Background: an optimization exercise with open tools, aiming at small area and a short achievable clock period. Do not read the settings as production practice. Where RTL was checked, it was by simulation tests only, not by an equivalence proof against the original. No activity file was given, so power comes from the tool's default toggle rates.

==> run R: inputs <==
==> flow/design.v <==
package dq_pkg;
  localparam int FUNC_W = 3;
  localparam logic [FUNC_W-1:0] FUNC_PUSH_FRONT = 3'd0;
  localparam logic [FUNC_W-1:0] FUNC_PUSH_BACK  = 3'd1;
  localparam logic [FUNC_W-1:0] FUNC_POP_FRONT  = 3'd2;
  localparam logic [FUNC_W-1:0] FUNC_POP_BACK   = 3'd3;
  localparam logic [FUNC_W-1:0] FUNC_PEEK_FRONT = 3'd4;
  localparam logic [FUNC_W-1:0] FUNC_PEEK_BACK  = 3'd5;
  localparam logic [FUNC_W-1:0] FUNC_CLEAR      = 3'd6;
endpackage
module dq_cell #(
  parameter int DATA_WIDTH = 32
) (
  input  logic                  clk,
  input  logic                  we,
  input  logic [DATA_WIDTH-1:0] push_word,
  output logic [DATA_WIDTH-1:0] data
);
  always_ff @(posedge clk) begin
    if (we) begin
      data <= push_word;
    end
  end
endmodule
module double_ended_queue #(
  parameter int DEPTH      = 16,
  parameter int DATA_WIDTH = 32
) (
  input  logic clk,
  input  logic rst,
  input  logic s_tvalid,
  output logic s_tready,
  input  logic [((DATA_WIDTH+7)/8)*8-1:0] s_tdata,
  input  logic [dq_pkg::FUNC_W-1:0] s_tuser,
  output logic m_tvalid,
  input  logic m_tready,
  output logic [((DATA_WIDTH+3+$clog2(DEPTH+1)+7)/8)*8-1:0] m_tdata
);
  localparam int CNT_W     = $clog2(DEPTH + 1);
  localparam int PTR_W     = $clog2(DEPTH);
  localparam int RES_W     = DATA_WIDTH + 3 + CNT_W;
  localparam int M_TDATA_W = ((RES_W + 7) / 8) * 8;
  logic [dq_pkg::FUNC_W-1:0] func;
  logic                      accept;
  logic [CNT_W-1:0] count;
  logic [PTR_W-1:0] head;
  logic [PTR_W-1:0] tail;
  logic             empty;
  logic [CNT_W-1:0] count_next;
  logic             full;
  logic             ok_q;
  logic [DATA_WIDTH-1:0] peek_q;
  logic             is_peek;
  logic [DATA_WIDTH-1:0] end_word;
  logic [DEPTH-1:0] head_oh;
  logic [DEPTH-1:0] tail_oh;
  logic [DEPTH-1:0] we;
  logic [DEPTH-1:0] rsel;
  logic [DATA_WIDTH-1:0] mem [DEPTH];
  logic [DATA_WIDTH-1:0] peek_word;
  assign func     = s_tuser;
  assign s_tready = !m_tvalid || m_tready;
  assign accept   = s_tvalid && s_tready;
  assign full  = count[CNT_W-1];
  assign is_peek = (func[dq_pkg::FUNC_W-1:1] == dq_pkg::FUNC_PEEK_FRONT[dq_pkg::FUNC_W-1:1]) && !empty;
  always_comb begin
    for (int i = 0; i < DEPTH; i++) begin
      head_oh[i] = (head == PTR_W'(i));
      tail_oh[i] = (tail == PTR_W'(i));
    end
  end
  for (genvar i = 0; i < DEPTH; i++) begin : g_word
    assign we[i]   = !full && (head_oh[(i + 1) % DEPTH] || tail_oh[i]);
    assign rsel[i] = func[0] ? tail_oh[(i + 1) % DEPTH] : head_oh[i];
    dq_cell #(
      .DATA_WIDTH(DATA_WIDTH)
    ) u_cell (
      .clk      (clk),
      .we       (we[i]),
      .push_word(s_tdata[DATA_WIDTH-1:0]),
      .data     (mem[i])
    );
  end
  always_comb begin
    end_word = '0;
    for (int i = 0; i < DEPTH; i++) begin
      end_word = end_word | (mem[i] & {DATA_WIDTH{rsel[i]}});
    end
  end
  assign peek_word = end_word & {DATA_WIDTH{is_peek}};
  always_comb begin
    count_next = count;
    case (func)
      dq_pkg::FUNC_PUSH_FRONT,
      dq_pkg::FUNC_PUSH_BACK:  if (!full) count_next = count + 1'b1;
      dq_pkg::FUNC_POP_FRONT,
      dq_pkg::FUNC_POP_BACK:   if (!empty) count_next = count - 1'b1;
      dq_pkg::FUNC_CLEAR:      count_next = '0;
      default: ;
    endcase
  end
  always_ff @(posedge clk) begin
    if (rst) begin
      count    <= '0;
      empty    <= 1'b1;
      tail     <= head;
      m_tvalid <= 1'b0;
    end else begin
      if (accept) begin
        count <= count_next;
        empty <= (count_next == '0);
        case (func)
          dq_pkg::FUNC_PUSH_FRONT: if (!full) head <= head - 1'b1;
          dq_pkg::FUNC_PUSH_BACK:  if (!full) tail <= tail + 1'b1;
          dq_pkg::FUNC_POP_FRONT:  if (!empty) head <= head + 1'b1;
          dq_pkg::FUNC_POP_BACK:   if (!empty) tail <= tail - 1'b1;
          dq_pkg::FUNC_CLEAR:      tail <= head;
          default: ;
        endcase
      end
      if (accept) begin
        m_tvalid <= 1'b1;
      end else if (m_tready) begin
        m_tvalid <= 1'b0;
      end
    end
  end
  always_ff @(posedge clk) begin
    if (s_tready) begin
      case (func)
        dq_pkg::FUNC_PUSH_FRONT,
        dq_pkg::FUNC_PUSH_BACK:  ok_q <= !full;
        dq_pkg::FUNC_POP_FRONT,
        dq_pkg::FUNC_POP_BACK,
        dq_pkg::FUNC_PEEK_FRONT,
        dq_pkg::FUNC_PEEK_BACK,
        dq_pkg::FUNC_CLEAR:      ok_q <= !empty;
        default:                 ok_q <= 1'b0;
      endcase
      peek_q <= peek_word;
    end
  end
  assign m_tdata = M_TDATA_W'({count, full, empty, peek_q, ok_q});
endmodule
==> flow/flow/run.sh <==
#!/bin/bash
cp standard.sh standard_sh.txt
export BUFFER_PORTS_ARGS="-buffer_cell sky130_fd_sc_hd__buf_2"
bash standard.sh > standard.log 2>&1
==> flow/standard.sh <==
#!/bin/bash
# synth_recipe.tcl (not shown) runs the flow's synth.tcl, then flattens the netlist and writes it again
# the make line also repeats each setting of config.mk as NAME=value (left out here)
make -C /OpenROAD-flow-scripts/flow DESIGN_CONFIG=/design/flow/config.mk WORK_HOME=/design/flow/orfs CLKGATE_MAP_FILE= SYNTH_SCRIPT=/design/flow/synth_recipe.tcl "${@:-finish}"
==> flow/config.mk <==
export PLATFORM = sky130hd
export DESIGN_NAME = double_ended_queue
export DESIGN_NICKNAME = double_ended_queue
export VERILOG_FILES = /design/flow/design.v
export SDC_FILE = /design/flow/constraint.sdc
export NUM_CORES = 4
export LEC_CHECK = 0
export CAP_MARGIN = 20
export CORE_MARGIN = 2
export CORE_UTILIZATION = 30
export CTS_BUF_LIST = sky130_fd_sc_hd__clkbuf_8
export CTS_CLUSTER_DIAMETER = 45
export CTS_CLUSTER_SIZE = 16
export SETUP_SLACK_MARGIN = 2.0
export SLEW_MARGIN = 20
==> flow/constraint.sdc <==
create_clock -name core_clock -period 4.5 [get_ports {clk}]
set_input_delay 0.9000 -clock core_clock [delete_from_list [all_inputs] [get_ports {clk}]]
set_output_delay 0.9000 -clock core_clock [all_outputs]
set_load 0.01 [all_outputs]
==> run F (differences from run R) <==
--- a/flow/design.v
+++ b/flow/design.v
@@ -50,8 +50,8 @@
   logic             full;
   logic             ok_q;
   logic [DATA_WIDTH-1:0] peek_q;
-  logic             is_peek;
-  logic [DATA_WIDTH-1:0] end_word;
+  logic             peek_front;
+  logic             peek_back;
   logic [DEPTH-1:0] head_oh;
   logic [DEPTH-1:0] tail_oh;
   logic [DEPTH-1:0] we;
@@ -62,7 +62,8 @@
   assign s_tready = !m_tvalid || m_tready;
   assign accept   = s_tvalid && s_tready;
   assign full  = count[CNT_W-1];
-  assign is_peek = (func[dq_pkg::FUNC_W-1:1] == dq_pkg::FUNC_PEEK_FRONT[dq_pkg::FUNC_W-1:1]) && !empty;
+  assign peek_front = (func == dq_pkg::FUNC_PEEK_FRONT) && !empty;
+  assign peek_back  = (func == dq_pkg::FUNC_PEEK_BACK) && !empty;
   always_comb begin
     for (int i = 0; i < DEPTH; i++) begin
       head_oh[i] = (head == PTR_W'(i));
@@ -71,7 +72,8 @@
   end
   for (genvar i = 0; i < DEPTH; i++) begin : g_word
     assign we[i]   = !full && (head_oh[(i + 1) % DEPTH] || tail_oh[i]);
-    assign rsel[i] = func[0] ? tail_oh[(i + 1) % DEPTH] : head_oh[i];
+    assign rsel[i] = (peek_front && head_oh[i]) ||
+                     (peek_back && tail_oh[(i + 1) % DEPTH]);
     dq_cell #(
       .DATA_WIDTH(DATA_WIDTH)
     ) u_cell (
@@ -82,12 +84,11 @@
     );
   end
   always_comb begin
-    end_word = '0;
+    peek_word = '0;
     for (int i = 0; i < DEPTH; i++) begin
-      end_word = end_word | (mem[i] & {DATA_WIDTH{rsel[i]}});
+      peek_word = peek_word | (mem[i] & {DATA_WIDTH{rsel[i]}});
     end
   end
-  assign peek_word = end_word & {DATA_WIDTH{is_peek}};
   always_comb begin
     count_next = count;
     case (func)
Settings changed: ABC_CLOCK_PERIOD_IN_PS set to 2500.
==> run H (differences from run R) <==
--- a/flow/design.v
+++ b/flow/design.v
@@ -37,41 +37,33 @@
   output logic [((DATA_WIDTH+3+$clog2(DEPTH+1)+7)/8)*8-1:0] m_tdata
 );
   localparam int CNT_W     = $clog2(DEPTH + 1);
-  localparam int PTR_W     = $clog2(DEPTH);
   localparam int RES_W     = DATA_WIDTH + 3 + CNT_W;
   localparam int M_TDATA_W = ((RES_W + 7) / 8) * 8;
   logic [dq_pkg::FUNC_W-1:0] func;
   logic                      accept;
   logic [CNT_W-1:0] count;
-  logic [PTR_W-1:0] head;
-  logic [PTR_W-1:0] tail;
+  logic [CNT_W-1:0] count_next;
   logic             empty;
-  logic [CNT_W-1:0] count_next;
   logic             full;
+  logic [DEPTH-1:0] before_front;
+  logic [DEPTH-1:0] after_back;
+  logic [DEPTH-1:0] we;
+  logic [DEPTH-1:0] rsel;
   logic             ok_q;
   logic [DATA_WIDTH-1:0] peek_q;
   logic             is_peek;
   logic [DATA_WIDTH-1:0] end_word;
-  logic [DEPTH-1:0] head_oh;
-  logic [DEPTH-1:0] tail_oh;
-  logic [DEPTH-1:0] we;
-  logic [DEPTH-1:0] rsel;
   logic [DATA_WIDTH-1:0] mem [DEPTH];
   logic [DATA_WIDTH-1:0] peek_word;
   assign func     = s_tuser;
   assign s_tready = !m_tvalid || m_tready;
   assign accept   = s_tvalid && s_tready;
-  assign full  = count[CNT_W-1];
+  assign full = count[CNT_W-1];
   assign is_peek = (func[dq_pkg::FUNC_W-1:1] == dq_pkg::FUNC_PEEK_FRONT[dq_pkg::FUNC_W-1:1]) && !empty;
-  always_comb begin
-    for (int i = 0; i < DEPTH; i++) begin
-      head_oh[i] = (head == PTR_W'(i));
-      tail_oh[i] = (tail == PTR_W'(i));
-    end
-  end
   for (genvar i = 0; i < DEPTH; i++) begin : g_word
-    assign we[i]   = !full && (head_oh[(i + 1) % DEPTH] || tail_oh[i]);
-    assign rsel[i] = func[0] ? tail_oh[(i + 1) % DEPTH] : head_oh[i];
+    assign we[i]   = !full && (before_front[i] || after_back[i]);
+    assign rsel[i] = func[0] ? after_back[(i + 1) % DEPTH]
+                             : before_front[(i + DEPTH - 1) % DEPTH];
     dq_cell #(
       .DATA_WIDTH(DATA_WIDTH)
     ) u_cell (
@@ -99,22 +91,29 @@
       default: ;
     endcase
   end
+  function automatic logic [DEPTH-1:0] ring_up(input logic [DEPTH-1:0] r);
+    ring_up = {r[DEPTH-2:0], r[DEPTH-1]};
+  endfunction
+  function automatic logic [DEPTH-1:0] ring_down(input logic [DEPTH-1:0] r);
+    ring_down = {r[0], r[DEPTH-1:1]};
+  endfunction
   always_ff @(posedge clk) begin
     if (rst) begin
-      count    <= '0;
-      empty    <= 1'b1;
-      tail     <= head;
-      m_tvalid <= 1'b0;
+      count        <= '0;
+      empty        <= 1'b1;
+      before_front <= DEPTH'(1) << (DEPTH - 1);
+      after_back   <= DEPTH'(1);
+      m_tvalid     <= 1'b0;
     end else begin
       if (accept) begin
         count <= count_next;
         empty <= (count_next == '0);
         case (func)
-          dq_pkg::FUNC_PUSH_FRONT: if (!full) head <= head - 1'b1;
-          dq_pkg::FUNC_PUSH_BACK:  if (!full) tail <= tail + 1'b1;
-          dq_pkg::FUNC_POP_FRONT:  if (!empty) head <= head + 1'b1;
-          dq_pkg::FUNC_POP_BACK:   if (!empty) tail <= tail - 1'b1;
-          dq_pkg::FUNC_CLEAR:      tail <= head;
+          dq_pkg::FUNC_PUSH_FRONT: if (!full) before_front <= ring_down(before_front);
+          dq_pkg::FUNC_PUSH_BACK:  if (!full) after_back <= ring_up(after_back);
+          dq_pkg::FUNC_POP_FRONT:  if (!empty) before_front <= ring_up(before_front);
+          dq_pkg::FUNC_POP_BACK:   if (!empty) after_back <= ring_down(after_back);
+          dq_pkg::FUNC_CLEAR:      after_back <= ring_up(before_front);
           default: ;
         endcase
       end
Settings changed: CAP_MARGIN 20 to 0, CTS_CLUSTER_DIAMETER 45 to 50, CTS_CLUSTER_SIZE 16 to 18, SETUP_SLACK_MARGIN 2.0 to 2.27, SLEW_MARGIN 20 to 0.
==> impl_metrics.ini <==
[worst_setup_path]
start_kind = input port
timing.rr.start = tail[0]$_DFFE_PP_

[final_layout]
fin_area_um2 = 24900
most-common-layout-cells = edfxtp_1, a22oi_1, buf_4, buf_2, a22o_1
multi_input_area_share_pct = 17.2
top_regs = g_word.u_cell.data (512), peek_q (32), count (5)
multi_input_area_um2 = 4290

[route]
vias = 11860
drt_iter0_markers = 1298

[synth]
synth_top_cells_by_count = edfxtp_1, a22oi_1, a221oi_1

[global_route]
use_met3_pct = 3.35

[sta]
whs_ns = 0.491
period_share_pct = 54.6

[die]
fp.dieArea_um2 = 72300

[run_status]
status = no timing/DRC/antenna violations

[power_and_ir_drop]
pwr-share-comb_pct = 5.2

[cts]
cts_resized = 21
(the above is from run F)
==> impl_metrics.ini <==
[final_layout]
fin_area_um2 = 26100
top_regs = g_word.u_cell.data (512), peek_q (32), count (5)
most-common-layout-cells = edfxtp_1, o21ai_0, buf_4, a22o_1, a22oi_1
multi_input_area_um2 = 5100
diodes = 1
multi_input_area_share_pct = 19.6

[global_route]
use_met3_pct = 2.68

[worst_setup_path]
cp-endpoint = peek_q[3]$_DFFE_PN_
start_kind = flip-flop

[route]
drt_iter0_markers = 1869
vias = 13485

[die]
fp.dieArea_um2 = 74900

[synth]
synth_top_cells_by_count = edfxtp_1, o21ai_0, a22o_1
synth_top_cell_by_area = edfxtp_1

[cts]
cts_resized = 90

[power_and_ir_drop]
pwr-share-comb_pct = 7.9

[run_status]
status = no timing/DRC/antenna violations

[sta]
whs_ns = 0.497
period_share_pct = 56.0
(the above is from run R)
==> impl_metrics.ini <==
[power_and_ir_drop]
powerClk_uw = 2950
seqPwrFrac_pct = 62.3
pwr-share-comb_pct = 8.6

[worst_setup_path]
start_kind = input port
timing.rr.start = before_front[12]$_SDFFE_PP0P_

[final_layout]
multi_input_area_share_pct = 19.2
top_area_cell_class = flip-flops and latches
final_common_cell = edfxtp_1
multi_input_area_um2 = 4750
fin_area_um2 = 24800
top_regs = g_word.u_cell.data (512), peek_q (32)

[synth]
synth_top_cells_by_count = edfxtp_1, a22oi_1, nor2_1

[cts]
post_cts_buffers = 7
cts_resized = 15
clkTransAtPathRegs_ns = 0.10

[global_route]
grt_pass1_wl_um = 87600

[route]
drt_iter0_markers = 1535

[sta]
period_share_pct = 49.7
rsz0062_at_grt = yes

[run_status]
status = no timing/DRC/antenna violations

[die]
fp.dieArea_um2 = 75000
(the above is from run H)
For run R, only the layout was checked, not whether the RTL still works.

[what the ideal ports hide]
In the flow no input, the clock included, has a driving cell. The finished layouts below were timed again as built, in two steps.
Step 1 (the two cells are an assumption about what drives the block):
set clk [get_ports {clk}]
set_driving_cell -lib_cell sky130_fd_sc_hd__clkbuf_16 $clk
set_driving_cell -lib_cell sky130_fd_sc_hd__buf_2 [delete_from_list [all_inputs] $clk]
Step 2 moves the port delays by t, midway between the first and last clock arrival at a register: inputs arrive t later, outputs are due t later. That takes back most of the time a late clock gives input paths.
Slacks: ideal / step 1 / step 2; pairs: ideal / step 1.
run	t (ns)	slack for setup (ns)	worst register clock-pin slew, ns	cell pins on the clock port's net
run R	0.730	1.982 / 1.982 / 1.523	0.10 / 0.10	1
run F	0.720	2.043 / 2.059 / 1.350	0.10 / 0.10	1
run H	0.701	2.264 / 2.227 / 1.578	0.11 / 0.11	1
After both steps setup and hold are still met in every run listed. For run F, which loses most, drivers alone change the setup slack by +0.016 ns; drivers and shift together by -0.693 ns.
